Background: an optimization exercise with open tools, aiming at small area, a short achievable clock period and few clock cycles per item. Do not read the settings as production practice.
In this exercise RTL edits were held to simulation tests only and were not proved equivalent to the original.

job 101:
Design e_mdu, start of the top module:
module e_mdu (
  input  logic        clk,
  input  logic        reset,
  input  logic        start,
  input  logic [3:0]  md_op,
  input  logic [31:0] rs_val,
  input  logic [31:0] rt_val,
  output logic        busy,
  output logic [31:0] mu_result,
  output logic [31:0] hi,
  output logic [31:0] lo
);
For scale: roughly 4800 cells after synthesis, ~170 I/O pins.
export LEC_CHECK = 0
export ABC_AREA = 1
export CAP_MARGIN = 20
export CORE_MARGIN = 2
export CORE_UTILIZATION = 50
export SLEW_MARGIN = 20
export SYNTH_HIERARCHICAL = 1
create_clock -name core_clock -period 110.0 [get_ports {clk}]
standard.sh (not shown) runs the stock make flow with config.mk's settings and CLKGATE_MAP_FILE= SYNTH_SCRIPT=/design/flow/synth_recipe.tcl, a recipe that flattens the netlist after the stock synthesis.
==> flow/flow/run.sh <==
#!/bin/bash
# Standard layout, with every port buffered by the smallest plain buffer instead of the
# delay buffer that buffer_ports picks by default.
set -e
export BUFFER_PORTS_ARGS="-buffer_cell sky130_fd_sc_hd__buf_1"
bash standard.sh > standard_flow.log 2>&1
Testbench counts of job 101, summed over its fixed seeds: cycles 5,606, ops 4,000.
## Diff of input files: job 102 against job 101
==> flow/run.sh (new file) <==
#!/bin/bash
# synth_recipe.tcl (not shown) runs the flow's synth.tcl, then flattens the netlist and writes it again
# the make line also repeats each setting of config.mk as NAME=value (left out here)
make -C /OpenROAD-flow-scripts/flow DESIGN_CONFIG=/design/flow/config.mk WORK_HOME=/design/flow/orfs CLKGATE_MAP_FILE= SYNTH_SCRIPT=/design/flow/synth_recipe.tcl finish
removed: flow/flow/run.sh
removed: flow/standard.sh
## What came out
Total cell area at the placement stage: job 102 vs job 101 up 2.4%. The run showing the smaller post-route met1 wirelength is job 101. When the final numbers for job 102 and job 101 were put side by side, the violation count after the first detailed-route iteration turned out to be smaller in job 102. Job 102 ends up with a routed wire length that is 1.1% lower than in job 101. Going from job 101 to job 102, sequential share of layout area now sits lower; wire length of the first global-routing pass went down by about 1.6%; cell area picked up an extra 2.3%. In terms of layout net count, job 102 and job 101 differ only marginally.
## Diff of input files: job 103 against job 102
==> flow/flow/run.sh (new file) <==
#!/bin/bash
# Standard layout, with every port buffered by the smallest plain buffer instead of the
# delay buffer that buffer_ports picks by default, and timing repair aiming for 65 ns of
# setup slack, so that it sizes up the md_op -> mu_result read path (the one path that
# sets the achieved period) instead of stopping at 0 ns.
set -e
export BUFFER_PORTS_ARGS="-buffer_cell sky130_fd_sc_hd__buf_1"
bash standard.sh SETUP_SLACK_MARGIN=65 finish > standard_flow.log 2>&1
==> flow/standard.sh (new file) <==
#!/bin/bash
# synth_recipe.tcl (not shown) runs the flow's synth.tcl, then flattens the netlist and writes it again
# the make line also repeats each setting of config.mk as NAME=value (left out here)
make -C /OpenROAD-flow-scripts/flow DESIGN_CONFIG=/design/flow/config.mk WORK_HOME=/design/flow/orfs CLKGATE_MAP_FILE= SYNTH_SCRIPT=/design/flow/synth_recipe.tcl "${@:-finish}"
removed: flow/run.sh
Results
Run comparison: job 102 termination of the worst setup path mu_result[8]; job 103 termination of the worst setup path mu_result[12]. Delta (job 103 minus job 102): area added between synthesis and finish dropped 1.9 points, clock network latency to the later pin of the worst-skew pair barely changed, fraction of cell area in non-clock buffers dropped 2.1 points, final period utilization dropped 1.4 points, average cell area after synthesis barely changed. Row worst setup slack: job 103 higher / job 102 lower.

build 3:
Another version of the RTL of e_mdu (not shown whole).
Size in the first run: ~110 flip-flops, ~170 I/O pins, about 0.039 mm2 of cells after synthesis.
==> flow/config.mk <==
export PLATFORM = sky130hd
export DESIGN_NAME = e_mdu
export DESIGN_NICKNAME = e_mdu
export VERILOG_FILES = /design/flow/design.v
export SDC_FILE = /design/flow/constraint.sdc
export NUM_CORES = 4
export LEC_CHECK = 0
export ABC_AREA = 1
export CAP_MARGIN = 10
export CORE_MARGIN = 2
export CORE_UTILIZATION = 50
export SLEW_MARGIN = 10
export SYNTH_HIERARCHICAL = 1
==> flow/constraint.sdc <==
create_clock -name core_clock -period 110.0 [get_ports {clk}]
set_input_delay 22.0000 -clock core_clock [delete_from_list [all_inputs] [get_ports {clk}]]
set_output_delay 22.0000 -clock core_clock [all_outputs]
set_load 0.01 [all_outputs]
==> flow/flow/run.sh <==
#!/bin/bash
# Standard layout, with every port buffered by the smallest plain buffer instead of the
# delay buffer that buffer_ports picks by default, and timing repair aiming for 65 ns of
# setup slack, so that it sizes up the md_op -> mu_result read path (the one path that
# sets the achieved period) instead of stopping at 0 ns.
set -e
export BUFFER_PORTS_ARGS="-buffer_cell sky130_fd_sc_hd__buf_1"
bash standard.sh SETUP_SLACK_MARGIN=65 finish > standard_flow.log 2>&1
Testbench counts of build 3, summed over its fixed seeds: cycles 5,606, ops 4,000.
Edits applied to the flow inputs when going from build 3 to build 78:
# build 3
export LEC_CHECK = 0
export ABC_AREA = 1
export CAP_MARGIN = 10
export CORE_MARGIN = 2
export CORE_UTILIZATION = 50
export SLEW_MARGIN = 10
export SYNTH_HIERARCHICAL = 1
create_clock -name core_clock -period 110.0 [get_ports {clk}]
# build 78
export LEC_CHECK = 0
export ABC_AREA = 1
export CAP_MARGIN = 20
export CORE_MARGIN = 2
export CORE_UTILIZATION = 50
export SLEW_MARGIN = 20
export SYNTH_HIERARCHICAL = 1
create_clock -name core_clock -period 110.0 [get_ports {clk}]
Per the final summary, build 78 finished and its layout is clean on timing, DRC and antenna. Reported for build 78 and build 3, total number of clock tree sinks turned out identical to the last digit. For post-synthesis share of cell area spent on and, or, nand and nor gates, build 78 and build 3 come out practically identical. Diff build 78..build 3 | global-route total usage across every layer | unchanged. Between build 3 and build 78, the aggregate routed wire length does not differ in any meaningful way. From build 78 to build 3, final cell area excluding filler cells did not move at all. Build 3 -> build 78: final worst slack delta 0, exact match.
--- input diff build 78..build 33 ---
==> flow/flow/run.sh <==
#!/bin/bash
# Standard layout, with every port buffered by the smallest plain buffer instead of the
# delay buffer that buffer_ports picks by default, and timing repair aiming for 65.4 ns of
# setup slack, so that it sizes up the md_op -> mu_result read path (the one path that
# sets the achieved period) instead of stopping at 0 ns.
set -e
export BUFFER_PORTS_ARGS="-buffer_cell sky130_fd_sc_hd__buf_1"
bash standard.sh SETUP_SLACK_MARGIN=65.4 finish > standard_flow.log 2>&1
[summary]
Changes observed in build 33 relative to build 78: sequential share of layout area has remained practically unchanged; number of instances resized during post-cts repair rose by 53; area growth from synthesis to final layout rose by 0.95 points. Build 33 against build 78: area occupied by multi-input gates up 230 um2; setup slack higher. The number of nets in the layout was comparable across build 78 and build 33.

-- separate check: timing with driven ports --
No port has a modelled driver above. Below, the same layouts with a new extraction and two added sets of constraints. Step 1 assumes that a clkbuf_16 drives the clock port and a buf_2 every other input. Step 2 moves the port delays by t, midway between the first and last clock arrival at a register: inputs arrive t later, outputs are due t later. That takes back most of the time a late clock gives input paths. a / b / c = no drivers / after step 1 / after step 2; a / b = the first two.
| run | shift t [ns] | slack for setup (ns) | hold WS [ns] | worst setup path at the end | worst data-port slew with drivers (ns) |
|---|---|---|---|---|---|
| job 101 | 0.446 | 64.222 / 64.190 / 64.190 | 0.526 / 0.526 / 0.526 | input to output | 0.05 |
| job 102 | 0.456 | 63.462 / 63.428 / 63.428 | 0.549 / 0.549 / 0.549 | input to output | 0.07 |
| job 103 | 0.444 | 64.993 / 64.961 / 64.961 | 0.526 / 0.526 / 0.526 | input to output | 0.05 |
| build 3 | 0.441 | 64.980 / 64.954 / 64.954 | 0.515 / 0.515 / 0.515 | input to output | 0.13 |
| build 78 | 0.441 | 64.980 / 64.954 / 64.954 | 0.515 / 0.515 / 0.515 | input to output | 0.13 |
| build 33 | 0.438 | 65.153 / 65.095 / 65.095 | 0.523 / 0.523 / 0.523 | input to output | 0.11 |
After both steps every run listed still meets setup and hold. For build 33, which loses most, drivers alone change the setup slack by -0.058 ns; drivers and shift together by -0.058 ns.
